This design comes from an exercise in tuning for small area, a short achievable clock period and few clock cycles on the open sky130 flow, not from production work.
Function was not checked in any run shown here: the RTL went through the layout flow alone.
No activity file was given, so power comes from the tool's default toggle rates.

==> flow/design.v <==
package pipeline;
  localparam int XLEN = 64;
  typedef struct packed {
    logic [2:0]      funct3;
    logic            mm_re;
    logic            mm_we;
    logic            atomic;
    logic [4:0]      funct5;
    logic [XLEN-1:0] mm_addr;
    logic [4:0]      rd_addr;
    logic [XLEN-1:0] data;
  } memory_signals;
endpackage
module lsu #(
  parameter int XLEN = pipeline::XLEN
) (
  input  logic                  clk,
  input  logic                  reset,
  input  logic                  in_valid,
  output logic                  in_ready,
  input  pipeline::memory_signals signals_in,
  output logic                  dbus_req,
  output logic                  dbus_we,
  output logic [XLEN-1:0]       dbus_addr,
  output logic [XLEN/8-1:0]     dbus_sel,
  output logic [XLEN-1:0]       dbus_wdata,
  input  logic                  dbus_ack,
  input  logic [XLEN-1:0]       dbus_rdata,
  output logic                  wb_valid,
  output logic                  wb_we,
  output logic [4:0]            wb_rd_addr,
  output logic [XLEN-1:0]       wb_rd_data,
  output logic                  misaligned
);
  logic [2:0]  f3;
  logic [4:0]  f5;
  logic [63:0] addr, data;
  logic        amo_wr_q;
  logic [63:0] res_q;
  logic        sc_seen_q, sc_ok_q;
  logic        wb_valid_q, wb_we_q, misaligned_q;
  logic [4:0]  wb_rd_addr_q;
  logic [63:0] wb_data_q;
  logic        resv_valid_q;
  logic [60:0] resv_tag_q;
  logic        is_mem, is_lr, is_sc, is_amo, is_store, is_load, mis, sc_ok, sc_wait, sc_pass;
  logic        need_bus, accept;
  logic [63:0] wb_data_d;
  logic [2:0]  lane;
  logic [63:0] load_ext, rep;
  assign f3   = signals_in.funct3;
  assign f5   = signals_in.funct5;
  assign addr = signals_in.mm_addr;
  assign data = signals_in.data;
  assign lane = addr[2:0];
  always_comb begin
    is_mem   = signals_in.mm_re | signals_in.mm_we | signals_in.atomic;
    is_lr    = signals_in.atomic & ~signals_in.mm_we;
    is_sc    = signals_in.atomic & ~signals_in.mm_re;
    is_amo   = signals_in.atomic & signals_in.mm_re & signals_in.mm_we;
    is_store = signals_in.mm_we & ~signals_in.atomic;
    is_load  = signals_in.mm_re & ~signals_in.mm_we;
    case (f3[1:0])
      2'b01:   mis = lane[0];
      2'b10:   mis = |lane[1:0];
      2'b11:   mis = |lane[2:0];
      default: mis = 1'b0;
    endcase
    sc_ok    = resv_valid_q & (resv_tag_q == addr[63:3]);
    sc_wait  = is_sc & ~mis & ~sc_seen_q;
    sc_pass  = sc_seen_q & sc_ok_q;
    need_bus = in_valid & is_mem & ~mis & (~is_sc | sc_pass);
    in_ready = ~sc_wait & (~need_bus | (dbus_ack & (~is_amo | amo_wr_q)));
    accept   = in_valid & in_ready;
  end
  logic [7:0]  ld_b0, ld_b1;
  logic [15:0] ld_h1;
  logic        ld_sign, ld_fill;
  always_comb begin
    ld_b0 = dbus_rdata[{lane, 3'b000} +: 8];
    ld_b1 = dbus_rdata[{lane[2:1], 4'b1000} +: 8];
    ld_h1 = lane[2] ? dbus_rdata[63:48] : dbus_rdata[31:16];
    case (f3[1:0])
      2'b00:   ld_sign = ld_b0[7];
      2'b01:   ld_sign = ld_b1[7];
      default: ld_sign = ld_h1[15];
    endcase
    ld_fill  = ~f3[2] & ld_sign;
    load_ext = {(f3[1:0] == 2'b11) ? dbus_rdata[63:32] : {32{ld_fill}},
                f3[1]              ? ld_h1             : {16{ld_fill}},
                (f3[1:0] != 2'b00) ? ld_b1             : {8{ld_fill}},
                ld_b0};
  end
  always_comb begin
    case (f3[1:0])
      2'b00:   rep = {8{data[7:0]}};
      2'b01:   rep = {4{data[15:0]}};
      2'b10:   rep = {2{data[31:0]}};
      default: rep = data;
    endcase
  end
  logic        w_op, minmax, uns, mx, is_add, is_swap, ga, gb, c32, c64;
  logic        lt_lo, lt_hi, pick_lo, pick_hi;
  logic [63:0] b, bx, ap, ag, cin_bit, amo_res;
  logic [65:0] pa, pb, pp, pg, gg, gp;
  always_comb begin
    w_op    = ~f3[0];
    minmax  = f5[4];
    uns     = f5[3];
    mx      = f5[2];
    is_swap = ~f5[4] & f5[0];
    is_add  = ~f5[4] & ~f5[0] & (f5[3:2] == 2'b00);
    b       = w_op ? {data[31:0], data[31:0]} : data;
    bx      = minmax ? ~b : b;
    ga      = w_op ? minmax : 1'b1;
    gb      = w_op ? minmax : 1'b0;
    pa      = {dbus_rdata[63:32], ga, dbus_rdata[31:0], 1'b1};
    pb      = {bx[63:32], gb, bx[31:0], minmax};
    pp      = pa ^ pb;
    pg      = pa & pb;
    gg = pg;
    gp = pp;
    for (int d = 1; d < 66; d = d * 2)
      for (int k = 2 * d - 1; k < 66; k = k + 2 * d) begin
        gg[k] = gg[k] | (gp[k] & gg[k - d]);
        gp[k] = gp[k] & gp[k - d];
      end
    for (int d = 32; d >= 1; d = d / 2)
      for (int k = 3 * d - 1; k < 66; k = k + 2 * d) begin
        gg[k] = gg[k] | (gp[k] & gg[k - d]);
        gp[k] = gp[k] & gp[k - d];
      end
    c32     = gg[32];
    c64     = gg[65];
    ap      = {pp[65:34], pp[32:1]};
    ag      = {pg[65:34], pg[32:1]};
    cin_bit = {gg[64:33], gg[31:0]};
    lt_lo   = (~uns & (dbus_rdata[31] ^ b[31])) ? dbus_rdata[31] : ~c32;
    lt_hi   = (~uns & (dbus_rdata[63] ^ b[63])) ? dbus_rdata[63] : ~c64;
    pick_lo = (w_op ? lt_lo : lt_hi) ^ mx;    
    pick_hi = lt_hi ^ mx;
    if (minmax) begin
      amo_res = {pick_hi ? dbus_rdata[63:32] : b[63:32], pick_lo ? dbus_rdata[31:0] : b[31:0]};
    end else if (is_swap) begin
      amo_res = b;
    end else begin
      case (f5[3:2])
        2'b11:   amo_res = ag;
        2'b10:   amo_res = ap | ag;
        default: amo_res = ap ^ (cin_bit & {64{is_add}});
      endcase
    end
  end
  always_comb begin
    dbus_req   = need_bus;
    dbus_we    = is_store | is_sc | (is_amo & amo_wr_q);
    dbus_addr  = {addr[63:3], 3'b000};
    case (f3[1:0])
      2'b00:   dbus_sel = 8'h01 << lane;
      2'b01:   dbus_sel = 8'h03 << lane;
      2'b10:   dbus_sel = 8'h0f << lane;
      default: dbus_sel = 8'hff;
    endcase
    dbus_wdata = amo_wr_q ? res_q : rep;
    wb_valid   = wb_valid_q;
    wb_we      = wb_we_q;
    wb_rd_addr = wb_rd_addr_q;
    misaligned = misaligned_q;
    wb_rd_data = wb_data_q;
    wb_data_d  = ({64{~is_mem}} & data)
               | ({64{(is_load | is_amo) & ~mis}} & load_ext)
               | {63'd0, is_sc & ~mis & ~sc_ok_q};
  end
  always_ff @(posedge clk) begin
    if (reset) begin
      amo_wr_q     <= 1'b0;
      resv_valid_q <= 1'b0;
      sc_seen_q    <= 1'b0;
      wb_valid_q   <= 1'b0;
    end else begin
      if (need_bus & is_amo & dbus_ack) amo_wr_q <= ~amo_wr_q;
      sc_seen_q  <= in_valid & is_sc & ~accept;
      wb_valid_q <= accept;
      if (accept & is_sc) resv_valid_q <= 1'b0;
      if (accept & is_lr & ~mis) resv_valid_q <= 1'b1;
    end
  end
  always_ff @(posedge clk) begin
    if (accept & is_lr & ~mis) resv_tag_q <= addr[63:3];
    sc_ok_q      <= sc_ok;
    wb_we_q      <= (signals_in.rd_addr != 5'd0) & ~(is_mem & mis) & ~is_store;
    wb_rd_addr_q <= signals_in.rd_addr;
    misaligned_q <= is_mem & mis;
    if (~amo_wr_q) begin
      wb_data_q <= wb_data_d;
      res_q     <= amo_res;
    end
  end
endmodule
module lsu_top (
  input  logic        clk,
  input  logic        reset,
  input  logic        in_valid,
  output logic        in_ready,
  input  logic [2:0]  in_funct3,
  input  logic        in_mm_re,
  input  logic        in_mm_we,
  input  logic        in_atomic,
  input  logic [4:0]  in_funct5,
  input  logic [63:0] in_addr,
  input  logic [4:0]  in_rd_addr,
  input  logic [63:0] in_data,
  output logic        dbus_req,
  output logic        dbus_we,
  output logic [63:0] dbus_addr,
  output logic [7:0]  dbus_sel,
  output logic [63:0] dbus_wdata,
  input  logic        dbus_ack,
  input  logic [63:0] dbus_rdata,
  output logic        wb_valid,
  output logic        wb_we,
  output logic [4:0]  wb_rd_addr,
  output logic [63:0] wb_rd_data,
  output logic        misaligned
);
  pipeline::memory_signals sig;
  assign sig.funct3  = in_funct3;
  assign sig.mm_re   = in_mm_re;
  assign sig.mm_we   = in_mm_we;
  assign sig.atomic  = in_atomic;
  assign sig.funct5  = in_funct5;
  assign sig.mm_addr = in_addr;
  assign sig.rd_addr = in_rd_addr;
  assign sig.data    = in_data;
  lsu u_lsu (
    .clk(clk), .reset(reset), .in_valid(in_valid), .in_ready(in_ready),
    .signals_in(sig), .dbus_req(dbus_req), .dbus_we(dbus_we),
    .dbus_addr(dbus_addr), .dbus_sel(dbus_sel), .dbus_wdata(dbus_wdata),
    .dbus_ack(dbus_ack), .dbus_rdata(dbus_rdata), .wb_valid(wb_valid),
    .wb_we(wb_we), .wb_rd_addr(wb_rd_addr), .wb_rd_data(wb_rd_data),
    .misaligned(misaligned)
  );
endmodule
==> flow/run.sh <==
#!/bin/bash
# synth_recipe.tcl (not shown) runs the flow's synth.tcl, then flattens the netlist and writes it again
# the make line also repeats each setting of config.mk as NAME=value (left out here)
make -C /OpenROAD-flow-scripts/flow DESIGN_CONFIG=/design/flow/config.mk WORK_HOME=/design/flow/orfs CLKGATE_MAP_FILE= SYNTH_SCRIPT=/design/flow/synth_recipe.tcl finish
==> flow/config.mk <==
export PLATFORM = sky130hd
export DESIGN_NAME = lsu_top
export DESIGN_NICKNAME = lsu_top
export VERILOG_FILES = /design/flow/design.v
export SDC_FILE = /design/flow/constraint.sdc
export NUM_CORES = 4
export LEC_CHECK = 0
export CAP_MARGIN = 20
export CORE_MARGIN = 2
export CORE_UTILIZATION = 40
export SETUP_SLACK_MARGIN = 4.2
export SLEW_MARGIN = 20
==> flow/constraint.sdc <==
create_clock -name core_clock -period 8.0 [get_ports {clk}]
set_input_delay 1.6000 -clock core_clock [delete_from_list [all_inputs] [get_ports {clk}]]
set_output_delay 1.6000 -clock core_clock [all_outputs]
set_load 0.01 [all_outputs]
==> summary.txt, run 1 <==
Die H: 222.3 um
total gr overflow: 0
PortBufs: 418
worst path cell trace: buf_12, buf_12, buf_12, ha_4, buf_4, buf_6, buf_12, or2_4, buf_12, buf_6, a21oi_2, o21ai_2, buf_2
synth-to-layout area growth: 54.10%
reg-to-reg critical path startpoint: u_lsu.amo_wr_q
first-pass GRT wire length: 141800 um
root buf cell: clkbuf_16
vias per cell: 6.255
most used cell, CP: buf_12
dpl cells: 3124
Worst R2R End: u_lsu.resv_tag_q[28]
core area: 47450 um^2
Final Instance Count excl. Fillers: 3407
Tot GR Track Use: 39.61%
Crit. End Element: output pin
largest net degree at the start of global routing: 71
f_max: 197.9 MHz
Initial Util: 40.19%
Post-DRT Antenna Nets: 0
type of the worst setup path: in2out
nets: 3116
number of I/O pins: 423
met1 Track Usage GR: 50.96%
clk_skew: 0.02735 ns
r2r worst-path depth: 10
reg2reg setup slack: 5.19 ns
#FFs+latches synth: 201
WP data arrival: 3.45 ns
initial antenna violation count: 2
grt peak-use layer: met2
total chip power: 4.648 mW
Mapped Cells: 2234
Cell variety after synth: 86
Starting DRT DRC Count: 2730
cts bufs inserted: 27
sequential-to-total area share from yosys stat: 31.02%
GP Congestion: 1.021
Reg clk slew, reported paths: 0.05 ns
period utilization: 63.17%
Post-synth EDFFs: 189
critical path peak fanout: 7
Syn Std Cell Area: 19070 um^2
share of layout cells above drive strength 1: 30.99%
GRT met2 Usage: 59.98%
worst setup path start: in_funct3[0]
Max clock buf depth: 3
Synth Flop Type: edfxtp_1
Final Hold Vio Count: 0
std cell rows: 80
Die Wd: 222.3 um
full die area: 49440 um^2
yosys warns: 1
Remaining DRCs: 0
Setup-failing EPs final: 0
clk sink count: 201
Skew-Pair Late Insertion Delay: 0.57 ns
TritonCTS clock tree: built
worst hold path type: reg2reg
CP Launch Type: primary input
worst slew pin tran: 1.301 ns
power per cell area: 158.2 nW/um^2
peak supply drop: 145.5 uV
final setup TNS: 0 ns
Slowest cell on crit path: or2_4
met3 Use GR: 11.28%
CP required: 6.40 ns
Worst setup endpoint: dbus_wdata[28]
status: finished clean
critical path's largest stage delay: 0.28 ns
max-cap viol count: 0
drt wl/cell: 30.44 um
overall routed net length: 103700 um
Slew HR: 12.92%
htree depth: 1
Final min period: 5.053 ns
First-pass DRT Iterations: 7
Leak Pwr: 12.27 nW
number of global-route vias before repair: 19660
unrepaired setup endpoints after global routing: true
Mapped Avg Cell Area: 8.536 um^2
DP HPWL: 73710 um
Final Slew Violations: 0
Synth async-reset ratio: 0%
via count: 21310
[sequential cells by signal, indices dropped and copies added, names as in the netlist]
signal,count
u_lsu.wb_we_q,1
u_lsu.sc_ok_q,1
u_lsu.wb_valid_q,1
u_lsu.res_q,64
u_lsu.resv_tag_q,61
u_lsu.wb_data_q,64
u_lsu.sc_seen_q,1
u_lsu.resv_valid_q,1
u_lsu.wb_rd_addr_q,5
u_lsu.misaligned_q,1
u_lsu.amo_wr_q,1
[metrics by stage]
step           hold WS, ns  util [%]  setup slack, ns  area [um^2]
2_1_floorplan       0.4440         -            2.904        20200
3_3_place_gp        0.4902     51.12            1.202        24250
3_5_place_dp        0.5069     51.12            1.248        24260
4_1_cts             0.5144     58.69            3.020        27840
5_1_grt             0.5375     61.93            2.906        29380
6_report            0.5036     61.94            2.947        29390
[synth_stat cells, types with 31 or more instances]
library cell	count	share of area (%)
edfxtp_1	189	30
buf_4	64	2.5
clkbuf_1	124	2.4
inv_1	177	3.5
ha_1	133	8.7
a221oi_1	32	1.5
nand2_1	211	4.2
xnor2_1	89	4.1
o21ai_0	171	4.5
mux2i_1	88	4.6
nand3_1	31	0.81
xor2_1	64	2.9
o211ai_1	34	1.3
a21oi_1	174	4.6
nor2_1	171	3.4
[worst max-delay path, delay by kind of cell]
family / cells / cell delay (ns)
buffers and inverters: 9 / 1.17
AND/OR/NAND/NOR: 1 / 0.28
AO/OA/AOI/OAI: 2 / 0.20
adder cells (fa/ha/maj): 1 / 0.17
[kinds of logic (layout without fill, tap and decap cells)]
family	count (synthesis)	count (layout)	synth area share, %
fa+ha+maj	133	133	8.726
xor+xnor	153	153	7.027
buf+inv	400	955	9.245
flops	201	201	31.02
other cells	1	4	0.01966
mux	123	123	7.631
compound gates	687	687	23.83
simple gates	536	536	12.50
[cell usage in the layout, fill, tap and decap left out, drive strengths merged, types with 34 or more instances in the layout]
cell type,netlist,final
buf,97,404
nand2,211,211
edfxtp,189,189
o21ai,183,183
inv,178,176
a21oi,175,175
nor2,171,171
clkdlybuf4s50,0,137
ha,133,133
dlygate4sd2,0,97
xnor2,89,89
mux2i,88,88
xor2,64,64
clkdlybuf4s15,0,55
clkbuf,124,45
o211ai,34,34
[how the worst min path moves through the flow]
stage	start	endpoint	slack (ns)	cells past startpoint
after detailed placement	u_lsu.resv_valid_q	u_lsu.resv_valid_q	0.51	2
final	u_lsu.resv_valid_q	u_lsu.resv_valid_q	0.50	2
after floorplan	u_lsu.resv_valid_q	u_lsu.resv_valid_q	0.44	2
after global routing	u_lsu.resv_valid_q	u_lsu.resv_valid_q	0.54	2
after CTS	u_lsu.resv_valid_q	u_lsu.resv_valid_q	0.51	2
after global placement	u_lsu.resv_valid_q	u_lsu.resv_valid_q	0.49	2
[layer usage]
metal / up-vias / wire, um
met5: - / 23
met4: 4 / 6838
met3: 307 / 12900
met2: 1489 / 44900
met1: 10330 / 39050
li1: 9180 / -
[cell type report]
class / count / area, um^2
sequential: 201 / 5919
clock inverter: 15 / 207.7
fill: 4089 / 18060
tap: 615 / 769.5
clock buffer: 34 / 711.9
antenna: 1 / 2.502
inverter: 179 / 720.7
multi-input combinational: 1635 / 13640
timing repair buffer: 727 / 7413
[what timing repair did]
action / in CTS / in global routing
hold buffers: 0 / 0
resized for setup: 1003 / 215
buffers inserted: 163 / 55
endpoints found under the setup margin: 317 / 259
pin swaps: 101 / 116
cloned: 8 / 7
[report_power, final]
group	leakage (nW)	internal [mW]	switching [mW]
logic	9.73	0.913	1.11
registers	2.09	1.28	0.0358
clock network	0.446	0.789	0.524
==> run 2: changes to the inputs <==
--- a/flow/config.mk
+++ b/flow/config.mk
@@ -9,4 +9,4 @@
 export CORE_MARGIN = 2
 export CORE_UTILIZATION = 40
-export SETUP_SLACK_MARGIN = 4.2
+export SETUP_SLACK_MARGIN = 3.5
 export SLEW_MARGIN = 20
==> run 2 against run 1 <==
  * Still clean
  * Sequential share of layout area up 0.26 points
  * Via count up 1.5%
  * Sequential cell count unchanged
  * Clock power down 5%
  * Maximum frequency up 2.1%
  * Utilization down 0.83 points
  * Die area unchanged
  * Hold slack worse by 0.014 ns
  * Final cell count up 0.23%
  * Worst setup slack better by 0.11 ns
  * Global-route usage up 0.80 points
  * Register-to-register slack worse by 0.51 ns
  * Critical endpoint is now u_lsu.res_q[25]
==> summary.txt, run 2 <==
biggest regs: u_lsu.res_q: 64 flops, u_lsu.wb_data_q: 64 flops, u_lsu.resv_tag_q: 61 flops
GP Congestion: 1.027 (+0.61%)
Skew-Pair Late Insertion Delay: 0.59 ns (+0.02 ns)
status: finished clean
Tot GR Track Use: 40.41% (+0.80 points)
reg2reg setup slack: 4.68 ns (-0.51 ns)
Remaining DRCs: 0 (unchanged)
critical path peak fanout: 6 (-1)
overall routed net length: 104100 um (+0.35%)
Cell variety after synth: 86 (unchanged)
most frequent cells in the layout: clkdlybuf4s50_1 (255), buf_4 (210), nand2_1 (202)
commonest non-fill, non-tap cell in the layout: clkdlybuf4s50_1
PortBufs: 418 (unchanged)
Syn Std Cell Area: 19070 um^2 (unchanged)
worst hold path stage count: 2 (unchanged)
core area: 47450 um^2 (unchanged)
drt wl/cell: 30.48 um (+0.11%)
grt peak-use layer: met2
Worst R2R End: u_lsu.resv_tag_q[53]
Final Cell Area: 28990 um^2 (-1.3%)
period utilization: 61.85% (-1.3 points)
Final Slew Violations: 0 (unchanged)
final worst slack: 3.052 ns (+0.1054 ns)
type of the worst setup path: in2reg
share of layout cells above drive strength 1: 29.56% (-1.4 points)
r2r worst-path depth: 9 (-1)
clk sink count: 201 (unchanged)
number of I/O pins: 423 (unchanged)
Mapped Avg Cell Area: 8.536 um^2 (unchanged)
TritonCTS clock tree: built
vias per cell: 6.335 (+1.3%)
Starting DRT DRC Count: 2906 (+6.4%)
Synth area leader: edfxtp_1
nets: 3117 (+0.032%)
count leader, synth: nand2_1
f_max: 202.1 MHz (+2.1%)
final setup TNS: 0 ns (unchanged)
reg-to-reg critical path startpoint: u_lsu.amo_wr_q
WP data arrival: 5.27 ns (+1.82 ns)
#FFs+latches synth: 201 (unchanged)
Leak Pwr: 11.85 nW (-3.4%)
GRT met2 Usage: 60.93% (+0.95 points)
Max clock buf depth: 3 (unchanged)
peak supply drop: 158.6 uV (+9.0%)
initial antenna violation count: 9 (+7)
First-pass DRT Iterations: 8 (+1)
Setup-failing EPs final: 0 (unchanged)
Post-synth EDFFs: 189 (unchanged)
clk_skew: 0.01170 ns (-0.01566 ns)
CP required: 8.32 ns (+1.92 ns)
Die Wd: 222.3 um (unchanged)
Hold EP: u_lsu.resv_valid_q
share of the synthesized area in the top cell type: 29.76% (unchanged)
Slew HR: 29.24% (+16 points)
Synth async-reset ratio: 0% (unchanged)
met1 Track Usage GR: 49.67% (-1.3 points)
Die H: 222.3 um (unchanged)
dpl cells: 3116 (-0.26%)
std cell rows: 80 (unchanged)
number of global-route vias before repair: 20320 (+3.4%)
unrepaired setup endpoints after global routing: true
DP HPWL: 71860 um (-2.5%)
max-cap viol count: 0 (unchanged)
Worst Hold Launch: u_lsu.resv_valid_q
first-pass GRT wire length: 145200 um (+2.4%)
via count: 21640 (+1.5%)
total gr overflow: 0 (unchanged)
Reg clk slew, reported paths: 0.06 ns (about the same)
Post-Place Cell Area: 23820 um^2 (-1.8%)
full die area: 49440 um^2 (unchanged)
yosys warns: 1 (unchanged)
cts bufs inserted: 28 (+3.7%)
Synth Flop Type: edfxtp_1
synth top area cells: edfxtp_1 (30%), ha_1 (8.7%), mux2i_1 (4.6%)
Initial Util: 40.19% (unchanged)
Crit. End Element: flip-flop
met3 Use GR: 12.89% (+1.6 points)
synth-to-layout area growth: 52.04%
power per cell area: 158.0 nW/um^2 (-0.14%)
Mapped Cells: 2234 (unchanged)
worst slew pin tran: 1.061 ns (-0.2400 ns)
Final Hold Vio Count: 0 (unchanged)
CP Launch Type: primary input
worst hold path type: reg2reg
Hold-fix buffers, CTS: 0 (unchanged)
htree depth: 1 (unchanged)
Final min period: 4.948 ns (-0.1053 ns)
largest net degree at the start of global routing: 75 (+5.6%)
worst slack at placement: 1.194 ns (-0.05393 ns)
sequential-to-total area share from yosys stat: 31.02% (unchanged)
Post-DRT Antenna Nets: 0 (unchanged)
Synth top cells by count: nand2_1 (211), edfxtp_1 (189), inv_1 (177), a21oi_1 (174)
Final Instance Count excl. Fillers: 3415 (+0.23%)
root buf cell: clkbuf_16
[run 2: cell count changes in the layout (fill, tap and decap cells not counted), sizes merged, moves of 4 or more]
cell,previous run,this run
clkdlybuf4s15,55,11
bufinv,5,1
dlygate4sd2,97,57
clkdlybuf4s50,137,255
clkinvlp,4,9
buf,404,382
diode,1,6
dlymetal6s2s,15,7
[run 2: critical path, cell delays in order]
cell             delay, ns
clkdlybuf4s15_1       0.64
inv_1                 0.20
ha_4                  0.34
nand4_1               0.21
or3_4                 0.49
o311a_4               0.34
a21oi_4               0.20
o32a_1                0.34
nand2_4               0.11
a211o_4               0.42
a221o_1               0.37
[run 2: where the power goes]
group	switching, mW	total [mW]	internal [mW]	leakage [nW]
Clock	0.534	1.24	0.703	0.422
Combinational	1.11	2.03	0.920	9.34
Sequential	0.0365	1.31	1.28	2.09
Total	1.68	4.58	2.90	11.8
[run 2: layout make-up]
type	instances	area [um^2]
Fill cell	4119	18450
Multi-Input combinational cell	1636	13670
Timing Repair Buffer	726	7041
Sequential cell	201	5917
Tap cell	615	769.5
Clock buffer	35	758.2
Inverter	179	695.7
Clock inverter	17	130.1
Antenna cell	6	15.01
[run 2: cell families after synthesis]
kind of cell / share of synthesized area [%]
AOI/OAI and AO/OA: 23.83
xor gates and xnor gates: 7.027
adders and majority gates: 8.726
buffers and inverters: 9.245
DFF: 31.02
muxes: 7.631
other: 0.01966
and+or+nand+nor: 12.50
[run 2: metal layers]
metal | up-vias | part of all wire, %
li1 | 9190 | -
met1 | 10510 | 37
met2 | 1583 | 43
met3 | 353 | 13
met4 | 2 | 8.0
met5 | - | 0.0096
[run 2: stage by stage]
stage               hold slack, ns  util (%)  power (mW)
finish                      0.4895     61.11       4.580
global route                0.5300     61.10       4.711
CTS                         0.4906     58.79       4.405
detailed placement          0.4789     50.20       2.855
global placement            0.4733     50.16       2.830
floorplan                   0.4440         -       2.207
[run 2: what timing repair did]
item | 4_1_cts | 5_1_grt
gates cloned | 11 | 1
setup buffers | 172 | 57
endpoints found under the setup margin | 257 | 143
pin swaps | 134 | 87
resized for setup | 768 | 185
[run 2: how the worst max path moves through the flow]
| stage | startpoint | to | slack (ns) | cells after the start |
|---|---|---|---|---|
| after floorplan | in_funct5[4] | u_lsu.res_q[39] | 2.90 | 16 |
| after global placement | in_data[6] | u_lsu.res_q[18] | 1.22 | 13 |
| after detailed placement | in_funct5[4] | u_lsu.res_q[25] | 1.19 | 14 |
| after CTS | in_funct3[0] | dbus_wdata[41] | 3.15 | 11 |
| after global routing | in_funct3[0] | u_lsu.res_q[31] | 3.03 | 16 |
| final | dbus_rdata[56] | u_lsu.res_q[25] | 3.05 | 11 |

[re-timing with driven ports]
Ports are ideal in the flow. The routed layouts listed here were re-timed in OpenROAD.
Step 1, drivers: a clkbuf_16 drives clk and a buf_2 each remaining input, both assumed.
Step 2 times the ports against the registers' clock, not the clock port: input delays grow and output delays shrink by t, the midpoint of the rising clock arrivals with the driver on.
Slacks: ideal / step 1 / step 2; pairs: ideal / step 1.
| run | shift t [ns] | slack for setup (ns) | latest minus earliest clock arrival (ns) | worst register clock-pin slew, ns | worst slew at a driven data input, ns |
|---|---|---|---|---|---|
| run 1 | 0.624 | 2.947 / 2.901 / 2.372 | 0.034 / 0.034 | 0.07 / 0.07 | 0.21 |
| run 2 | 0.637 | 3.052 / 2.877 / 2.294 | 0.024 / 0.024 | 0.07 / 0.07 | 0.21 |
After both steps every run listed still meets setup and hold. The setup slack of run 2, which loses most, moves by -0.175 ns with the drivers and by -0.758 ns with both steps.
